What follows belongs to an exercise in optimizing a design on an open flow for small area and a short achievable clock period; a production flow would make more cautious choices.
Where RTL was checked, it was by simulation tests only, not by an equivalence proof against the original.
Power and IR drop assume default switching activity.

==> flow/design.v <==
module relu_pool2x2 #(
    parameter int DATA_W = 32,
    parameter int MAX_W  = 64,
    parameter int CNT_W  = 10
) (
    input  logic              clk,
    input  logic              rst,
    input  logic              clear,
    input  logic [CNT_W-1:0]  map_w,
    input  logic [CNT_W-1:0]  map_h,
    input  logic              conv_ack,
    input  logic [DATA_W-1:0] conv_r,
    input  logic [DATA_W-1:0] conv_g,
    input  logic [DATA_W-1:0] conv_b,
    output logic [DATA_W-1:0] pool_out,
    output logic              pool_valid,
    output logic              frame_done,
    output logic              cfg_err
);
    localparam int VW = DATA_W - 1;    
    logic [4:0]    wcfg;       
    logic [8:0]    hcfg;       
    logic [4:0]    cpair;      
    logic          codd;       
    logic [8:0]    rpair;      
    logic          rodd;       
    logic [VW-1:0] pair;       
    logic [VW-1:0] out_q;
    logic          take;
    logic          cpair_last;
    logic          rpair_last;
    logic          shift;
    logic          cfg_bad;
    assign take       = conv_ack & ~clear & ~cfg_err;
    assign cpair_last = (cpair == wcfg);
    assign rpair_last = (rpair == hcfg);
    assign shift      = take & codd;
    assign cfg_bad  = map_w[0] | map_h[0]
                    | (map_w < CNT_W'(2)) | (map_h < CNT_W'(2))
                    | (map_w > CNT_W'(MAX_W));
    logic [VW-1:0] head;
    logic [VW-1:0] s1  [1];
    logic [VW-1:0] s2  [2];
    logic [VW-1:0] s4  [4];
    logic [VW-1:0] s8  [8];
    logic [VW-1:0] s16 [16];
    logic [VW-1:0] t1, t2, t4, t8, t16;
    logic [VW-1:0] res;
    assign t1  = wcfg[0] ? s1[0]   : head;
    assign t2  = wcfg[1] ? s2[1]   : t1;
    assign t4  = wcfg[2] ? s4[3]   : t2;
    assign t8  = wcfg[3] ? s8[7]   : t4;
    assign t16 = wcfg[4] ? s16[15] : t8;
    always_ff @(posedge clk) begin
        if (shift) begin
            head <= res;
            s1[0] <= head;
            s2[0] <= t1;
            s2[1] <= s2[0];
            s4[0] <= t2;
            for (int i = 1; i < 4; i++) s4[i] <= s4[i-1];
            s8[0] <= t4;
            for (int i = 1; i < 8; i++) s8[i] <= s8[i-1];
            s16[0] <= t8;
            for (int i = 1; i < 16; i++) s16[i] <= s16[i-1];
        end
    end
    logic [VW-1:0] x;
    logic signed [DATA_W+1:0] sum;
    logic signed [DATA_W+1:0] diff;
    logic          gt;
    logic          sat;
    assign x = codd ? pair : (rodd ? t16 : '0);
    assign sum  = $signed({{2{conv_r[DATA_W-1]}}, conv_r})
                + $signed({{2{conv_g[DATA_W-1]}}, conv_g})
                + $signed({{2{conv_b[DATA_W-1]}}, conv_b});
    assign diff = $signed({3'b000, x})
                - $signed({{2{conv_r[DATA_W-1]}}, conv_r})
                - $signed({{2{conv_g[DATA_W-1]}}, conv_g})
                - $signed({{2{conv_b[DATA_W-1]}}, conv_b});
    assign gt   = diff[DATA_W+1];
    assign sat  = sum[DATA_W] | sum[DATA_W-1];
    assign res  = gt ? (sum[VW-1:0] | {VW{sat}}) : x;
    always_ff @(posedge clk) begin
        if (take && !codd) pair <= res;
    end
    always_ff @(posedge clk) begin
        out_q <= res;
    end
    assign pool_out = {1'b0, out_q};
    always_ff @(posedge clk) begin
        if (clear) begin
            wcfg <= map_w[5:1] - 5'd1;
            hcfg <= map_h[9:1] - 9'd1;
        end
    end
    always_ff @(posedge clk or posedge rst) begin
        if (rst) begin
            cfg_err <= 1'b1;
        end else if (clear) begin
            cfg_err <= cfg_bad;
        end
    end
    always_ff @(posedge clk or posedge rst) begin
        if (rst) begin
            cpair <= '0;
            codd  <= 1'b0;
            rpair <= '0;
            rodd  <= 1'b0;
        end else if (clear) begin
            cpair <= '0;
            codd  <= 1'b0;
            rpair <= '0;
            rodd  <= 1'b0;
        end else if (take) begin
            codd <= ~codd;
            if (codd) begin
                if (cpair_last) begin
                    cpair <= '0;
                    rodd  <= ~rodd;
                    if (rodd) rpair <= rpair_last ? '0 : rpair + 9'd1;
                end else begin
                    cpair <= cpair + 5'd1;
                end
            end
        end
    end
    always_ff @(posedge clk or posedge rst) begin
        if (rst) begin
            pool_valid <= 1'b0;
            frame_done <= 1'b0;
        end else begin
            pool_valid <= shift & rodd;
            frame_done <= shift & rodd & cpair_last & rpair_last;
        end
    end
endmodule
clock: 11.0 ns
lec_check: 0
cap_margin: 20
core_margin: 2
core_utilization: 40
slew_margin: 20
run.sh (not shown) runs the stock make flow with config.mk's settings and CLKGATE_MAP_FILE= SYNTH_SCRIPT=/design/flow/synth_recipe.tcl, a recipe that flattens the netlist after the stock synthesis.
Then changed:
--- a/flow/design.v
+++ b/flow/design.v
@@ -44,13 +44,13 @@
     logic [VW-1:0] s4  [4];
     logic [VW-1:0] s8  [8];
     logic [VW-1:0] s16 [16];
-    logic [VW-1:0] t1, t2, t4, t8, t16;
+    logic [VW-1:0] t1, t2, t4, t8;
+    logic [5:0]    tsel;       
     logic [VW-1:0] res;
     assign t1  = wcfg[0] ? s1[0]   : head;
     assign t2  = wcfg[1] ? s2[1]   : t1;
     assign t4  = wcfg[2] ? s4[3]   : t2;
     assign t8  = wcfg[3] ? s8[7]   : t4;
-    assign t16 = wcfg[4] ? s16[15] : t8;
     always_ff @(posedge clk) begin
         if (shift) begin
             head <= res;
@@ -66,21 +66,35 @@
         end
     end
     logic [VW-1:0] x;
-    logic signed [DATA_W+1:0] sum;
-    logic signed [DATA_W+1:0] diff;
-    logic          gt;
-    logic          sat;
-    assign x = codd ? pair : (rodd ? t16 : '0);
-    assign sum  = $signed({{2{conv_r[DATA_W-1]}}, conv_r})
-                + $signed({{2{conv_g[DATA_W-1]}}, conv_g})
-                + $signed({{2{conv_b[DATA_W-1]}}, conv_b});
-    assign diff = $signed({3'b000, x})
-                - $signed({{2{conv_r[DATA_W-1]}}, conv_r})
-                - $signed({{2{conv_g[DATA_W-1]}}, conv_g})
-                - $signed({{2{conv_b[DATA_W-1]}}, conv_b});
-    assign gt   = diff[DATA_W+1];
-    assign sat  = sum[DATA_W] | sum[DATA_W-1];
-    assign res  = gt ? (sum[VW-1:0] | {VW{sat}}) : x;
+    logic [5:0]    tg;
+    assign tg = tsel & {6{~codd & rodd}};
+    assign x = ({VW{codd}}  & pair)
+             | ({VW{tg[0]}} & head)
+             | ({VW{tg[1]}} & s1[0])
+             | ({VW{tg[2]}} & s2[1])
+             | ({VW{tg[3]}} & s4[3])
+             | ({VW{tg[4]}} & s8[7])
+             | ({VW{tg[5]}} & s16[15]);
+    logic [31:0] ru, gu, bu, k1, c1;
+    logic [32:0] k2, c2, a1, b1, xn;
+    logic [33:0] u, v;
+    logic        gt;
+    logic        sat;
+    assign ru = {~conv_r[DATA_W-1], conv_r[DATA_W-2:0]};
+    assign gu = {~conv_g[DATA_W-1], conv_g[DATA_W-2:0]};
+    assign bu = {~conv_b[DATA_W-1], conv_b[DATA_W-2:0]};
+    assign k1 = ru ^ gu ^ bu;
+    assign c1 = (ru & gu) | (ru & bu) | (gu & bu);
+    assign u  = {2'b00, k1} + {1'b0, c1, 1'b0};
+    assign a1 = {1'b0, k1};
+    assign b1 = {c1, 1'b0};
+    assign xn = {2'b00, ~x};
+    assign k2 = a1 ^ b1 ^ xn;
+    assign c2 = (a1 & b1) | (a1 & xn) | (b1 & xn);
+    assign v  = {1'b0, k2} + {c2, 1'b0};
+    assign gt  = v[33];
+    assign sat = u[33];
+    assign res = gt ? (u[VW-1:0] | {VW{sat}}) : x;
     always_ff @(posedge clk) begin
         if (take && !codd) pair <= res;
     end
@@ -88,10 +102,20 @@
         out_q <= res;
     end
     assign pool_out = {1'b0, out_q};
+    logic [4:0] wnew;
+    logic [5:0] tnew;
+    assign wnew = map_w[5:1] - 5'd1;
+    assign tnew = {wnew[4],
+                   wnew[3] & ~wnew[4],
+                   wnew[2] & ~|wnew[4:3],
+                   wnew[1] & ~|wnew[4:2],
+                   wnew[0] & ~|wnew[4:1],
+                   ~|wnew};
     always_ff @(posedge clk) begin
         if (clear) begin
-            wcfg <= map_w[5:1] - 5'd1;
+            wcfg <= wnew;
             hcfg <= map_h[9:1] - 9'd1;
+            tsel <= tnew;
         end
     end
     always_ff @(posedge clk or posedge rst) begin
Utilization is about the same.
First-iteration DRC count climbs by a few percent.
Die area decreases slightly.
Combinational power shrinks by about a fifth.
Total power increases slightly.
Cell area is about the same.
Clock power rose by a few percent.
Critical path depth falls by 1.
Worst hold slack improves by 0.014 ns.
For the second run of this note, only the layout was checked, not whether the RTL still works.

========
run a:
relu_pool2x2, a different RTL version from the one above (not shown whole).
Size: about 160 I/O pins, about 39000 um^2 of cells after synthesis.
==> module relu_pool2x2, before the edit <==
module relu_pool2x2 #(
    parameter int DATA_W = 32,
    parameter int MAX_W  = 64,
    parameter int CNT_W  = 10
) (
    input  logic              clk,
    input  logic              rst,
    input  logic              clear,
    input  logic [CNT_W-1:0]  map_w,
    input  logic [CNT_W-1:0]  map_h,
    input  logic              conv_ack,
    input  logic [DATA_W-1:0] conv_r,
    input  logic [DATA_W-1:0] conv_g,
    input  logic [DATA_W-1:0] conv_b,
    output logic [DATA_W-1:0] pool_out,
    output logic              pool_valid,
    output logic              frame_done,
    output logic              cfg_err
);
    localparam int VW = DATA_W - 1;    
    logic [4:0]    wcfg;       
    logic [8:0]    hcfg;       
    logic          w2;         
    logic [4:0]    sec;        
    logic [4:0]    secn;       
    logic [4:0]    cpair;      
    logic          codd;       
    logic [8:0]    rpair;      
    logic          rodd;       
    logic          gh;         
    logic          gt_tail;    
    logic          take;
    logic          cpair_last;
    logic          rpair_last;
    logic          shift;
    logic          cfg_bad;
    assign take       = conv_ack & ~clear & ~cfg_err;
    assign cpair_last = (cpair == wcfg);
    assign rpair_last = (rpair == hcfg);
    assign shift      = take & ~codd;
    assign cfg_bad  = map_w[0] | map_h[0]
                    | (map_w < CNT_W'(2)) | (map_h < CNT_W'(2))
                    | (map_w > CNT_W'(MAX_W));
    logic [VW-1:0] head;       
    logic          gq;         
    logic          sq;         
    logic [VW-1:0] uq;         
    logic [VW-1:0] xq;         
    logic [VW-1:0] tail;
    logic [VW-1:0] q1  [1];
    logic [VW-1:0] q2  [2];
    logic [VW-1:0] q4  [4];
    logic [VW-1:0] q8  [8];
    logic [VW-1:0] q15 [15];
    logic [VW-1:0] m1, m2, m4, m8, m15;
    assign m1  = ({VW{sec[0]}} & q1[0])   | ({VW{secn[0]}} & head);
    assign m2  = ({VW{sec[1]}} & q2[1])   | ({VW{secn[1]}} & m1);
    assign m4  = ({VW{sec[2]}} & q4[3])   | ({VW{secn[2]}} & m2);
    assign m8  = ({VW{sec[3]}} & q8[7])   | ({VW{secn[3]}} & m4);
    assign m15 = ({VW{sec[4]}} & q15[14]) | ({VW{secn[4]}} & m8);
    always_ff @(posedge clk) begin
        gq <= take & gt;
        sq <= sat;
        uq <= u[VW-1:0];
        xq <= take ? x : head;
    end
    assign head = gq ? (uq | {VW{sq}}) : xq;
    always_ff @(posedge clk) begin
        if (shift) begin
            q1[0] <= head;
            q2[0] <= m1;
            q2[1] <= q2[0];
            q4[0] <= m2;
            for (int i = 1; i < 4; i++) q4[i] <= q4[i-1];
            q8[0] <= m4;
            for (int i = 1; i < 8; i++) q8[i] <= q8[i-1];
            q15[0] <= m8;
            for (int i = 1; i < 15; i++) q15[i] <= q15[i-1];
            tail <= m15;
        end
    end
    logic [VW-1:0] x;
    assign x = ({VW{gh}} & head) | ({VW{gt_tail}} & tail);
    logic [31:0] ru, gu, bu, k1, c1;
    logic [32:0] k2, c2, a1, b1, xn;
    logic [33:0] u, v;
    logic        gt;
    logic        sat;
    assign ru = {~conv_r[DATA_W-1], conv_r[DATA_W-2:0]};
    assign gu = {~conv_g[DATA_W-1], conv_g[DATA_W-2:0]};
    assign bu = {~conv_b[DATA_W-1], conv_b[DATA_W-2:0]};
    assign k1 = ru ^ gu ^ bu;
    assign c1 = (ru & gu) | (ru & bu) | (gu & bu);
    assign u  = {2'b00, k1} + {1'b0, c1, 1'b0};
    assign a1 = {1'b0, k1};
    assign b1 = {c1, 1'b0};
    assign xn = {2'b00, ~x};
    assign k2 = a1 ^ b1 ^ xn;
    assign c2 = (a1 & b1) | (a1 & xn) | (b1 & xn);
    assign v  = {1'b0, k2} + {c2, 1'b0};
    assign gt  = v[33];
    assign sat = u[33];
    assign pool_out = {1'b0, head};
    logic [4:0] wnew;
    logic [4:0] snew;
    assign wnew = map_w[5:1] - 5'd1;
    assign snew = (wnew - 5'd1 >= 5'd15) ? {1'b1, 4'(wnew - 5'd16)} : {1'b0, 4'(wnew - 5'd1)};
    always_ff @(posedge clk) begin
        if (clear) begin
            wcfg <= wnew;
            hcfg <= map_h[9:1] - 9'd1;
            w2   <= (wnew == 5'd0);
            sec  <= snew;
            secn <= ~snew;
        end
    end
    always_ff @(posedge clk or posedge rst) begin
        if (rst) begin
            cfg_err <= 1'b1;
        end else if (clear) begin
            cfg_err <= cfg_bad;
        end
    end
    logic codd_n, rodd_n;
    always_comb begin
        codd_n = codd;
        rodd_n = rodd;
        if (clear) begin
            codd_n = 1'b0;
            rodd_n = 1'b0;
        end else if (take) begin
            codd_n = ~codd;
            if (codd && cpair_last) rodd_n = ~rodd;
        end
    end
    always_ff @(posedge clk or posedge rst) begin
        if (rst) begin
            codd    <= 1'b0;
            rodd    <= 1'b0;
            gh      <= 1'b0;
            gt_tail <= 1'b0;
        end else begin
            codd    <= codd_n;
            rodd    <= rodd_n;
            gh      <= codd_n | (rodd_n & w2);
            gt_tail <= ~codd_n & rodd_n & ~w2;
        end
    end
    always_ff @(posedge clk or posedge rst) begin
        if (rst) begin
            cpair <= '0;
            rpair <= '0;
        end else if (clear) begin
            cpair <= '0;
            rpair <= '0;
        end else if (take && codd) begin
            if (cpair_last) begin
                cpair <= '0;
                if (rodd) rpair <= rpair_last ? '0 : rpair + 9'd1;
            end else begin
                cpair <= cpair + 5'd1;
            end
        end
    end
    always_ff @(posedge clk or posedge rst) begin
        if (rst) begin
            pool_valid <= 1'b0;
            frame_done <= 1'b0;
        end else begin
            pool_valid <= take & codd & rodd;
            frame_done <= take & codd & rodd & cpair_last & rpair_last;
        end
    end
endmodule
export LEC_CHECK = 0
export CAP_MARGIN = 20
export CORE_MARGIN = 2
export CORE_UTILIZATION = 65
export SLEW_MARGIN = 20
create_clock -name core_clock -period 11.0 [get_ports {clk}]
standard.sh (not shown) runs the stock make flow with config.mk's settings and CLKGATE_MAP_FILE= SYNTH_SCRIPT=/design/flow/synth_recipe.tcl, a recipe that flattens the netlist after the stock synthesis.
==> flow/flow/run.sh <==
#!/bin/bash
# Own layout flow: the standard ORFS flow (standard.sh) with
#  - synthesis as standard.sh runs it, except that ABC maps the logic with a delay-driven
#    'map -D 1000' script without ABC's own upsizing (flow/abc_speed.script) in place of ORFS's abc_speed.script; the
#    registers are mapped before ABC runs, so they are the standard synthesis's,
#  - port buffers of a plain buffer cell (buf_2) instead of the default delay-cell choice,
#  - clock tree synthesis with clkbuf_8 clusters of up to 16 sinks within 50 um and no dummy loads,
#  - a tighter setup-repair target (SETUP_SLACK_MARGIN=7 at the design's 11 ns clock).
# Every tool's output goes to the ORFS logs under orfs/logs; make's own output to make.log.
set -euo pipefail
SD="$PWD/orfs_scripts"
rm -rf "$SD"
cp -r "$FLOW_HOME/scripts" "$SD"
cp flow/abc_speed.script "$SD/abc_speed.script"
export SCRIPTS_DIR="$SD"
export BUFFER_PORTS_ARGS="-buffer_cell sky130_fd_sc_hd__buf_2"
export CTS_ARGS="-sink_clustering_enable -repair_clock_nets -buf_list sky130_fd_sc_hd__clkbuf_8 -sink_clustering_size 16 -sink_clustering_max_diameter 50 -dont_use_dummy_load"
bash standard.sh SETUP_SLACK_MARGIN=7 finish > make.log 2>&1
==> flow/flow/abc_speed.script <==
strash
dch
map -D 1000
buffer -c
topo
dnsize -c
What run b does differently from run a at the input level:
diff --git a/flow/design.v b/flow/design.v
--- a/flow/design.v
+++ b/flow/design.v
@@ -133,24 +133,14 @@
             if (codd && cpair_last) rodd_n = ~rodd;
         end
     end
-    always_ff @(posedge clk or posedge rst) begin
-        if (rst) begin
-            codd    <= 1'b0;
-            rodd    <= 1'b0;
-            gh      <= 1'b0;
-            gt_tail <= 1'b0;
-        end else begin
-            codd    <= codd_n;
-            rodd    <= rodd_n;
-            gh      <= codd_n | (rodd_n & w2);
-            gt_tail <= ~codd_n & rodd_n & ~w2;
-        end
+    always_ff @(posedge clk) begin
+        codd    <= codd_n;
+        rodd    <= rodd_n;
+        gh      <= codd_n | (rodd_n & w2);
+        gt_tail <= ~codd_n & rodd_n & ~w2;
     end
-    always_ff @(posedge clk or posedge rst) begin
-        if (rst) begin
-            cpair <= '0;
-            rpair <= '0;
-        end else if (clear) begin
+    always_ff @(posedge clk) begin
+        if (clear) begin
             cpair <= '0;
             rpair <= '0;
         end else if (take && codd) begin
[summary]
Changes observed in run b relative to run a: critical path depth went up 1, placed instance count went down about 0.4%, area growth from synthesis to layout up 0.84 points, number of standard cells after synthesis fell by about 0.6%, full die area dropped about 0.43%.
Every run (run a and run b) finished clean.

[what the ideal ports hide]
The flow's constraints put no driver on any port. The routed layouts listed below were extracted and timed again, unchanged, in two steps. Step 1, drivers: a clkbuf_16 drives clk and a buf_2 each remaining input, both assumed. Step 2 also shifts input and output timing later by t, the mid clock arrival at the registers, as if the neighbouring blocks saw the same clock. Three values: no drivers, after step 1, after step 2; two values: the first two.
| run | t (ns) | setup WS [ns] | clock arrival spread, ns | worst register clock-pin slew, ns | worst data-port slew with drivers (ns) |
|---|---|---|---|---|---|
| the first run of note 1 | 0.711 | 4.005 / 4.005 / 3.452 | 0.036 / 0.036 | 0.07 / 0.07 | 0.12 |
| the second run of note 1 | 0.721 | 4.435 / 4.435 / 3.824 | 0.026 / 0.026 | 0.07 / 0.07 | 0.06 |
| run a | 0.740 | 6.882 / 6.908 / 6.169 | 0.086 / 0.085 | 0.10 / 0.10 | 0.04 |
| run b | 0.724 | 6.752 / 6.780 / 6.056 | 0.080 / 0.079 | 0.10 / 0.10 | 0.05 |
After both steps every run listed still meets setup and hold. The setup slack of run a, which loses most, moves by +0.026 ns with the drivers and by -0.713 ns with both steps.
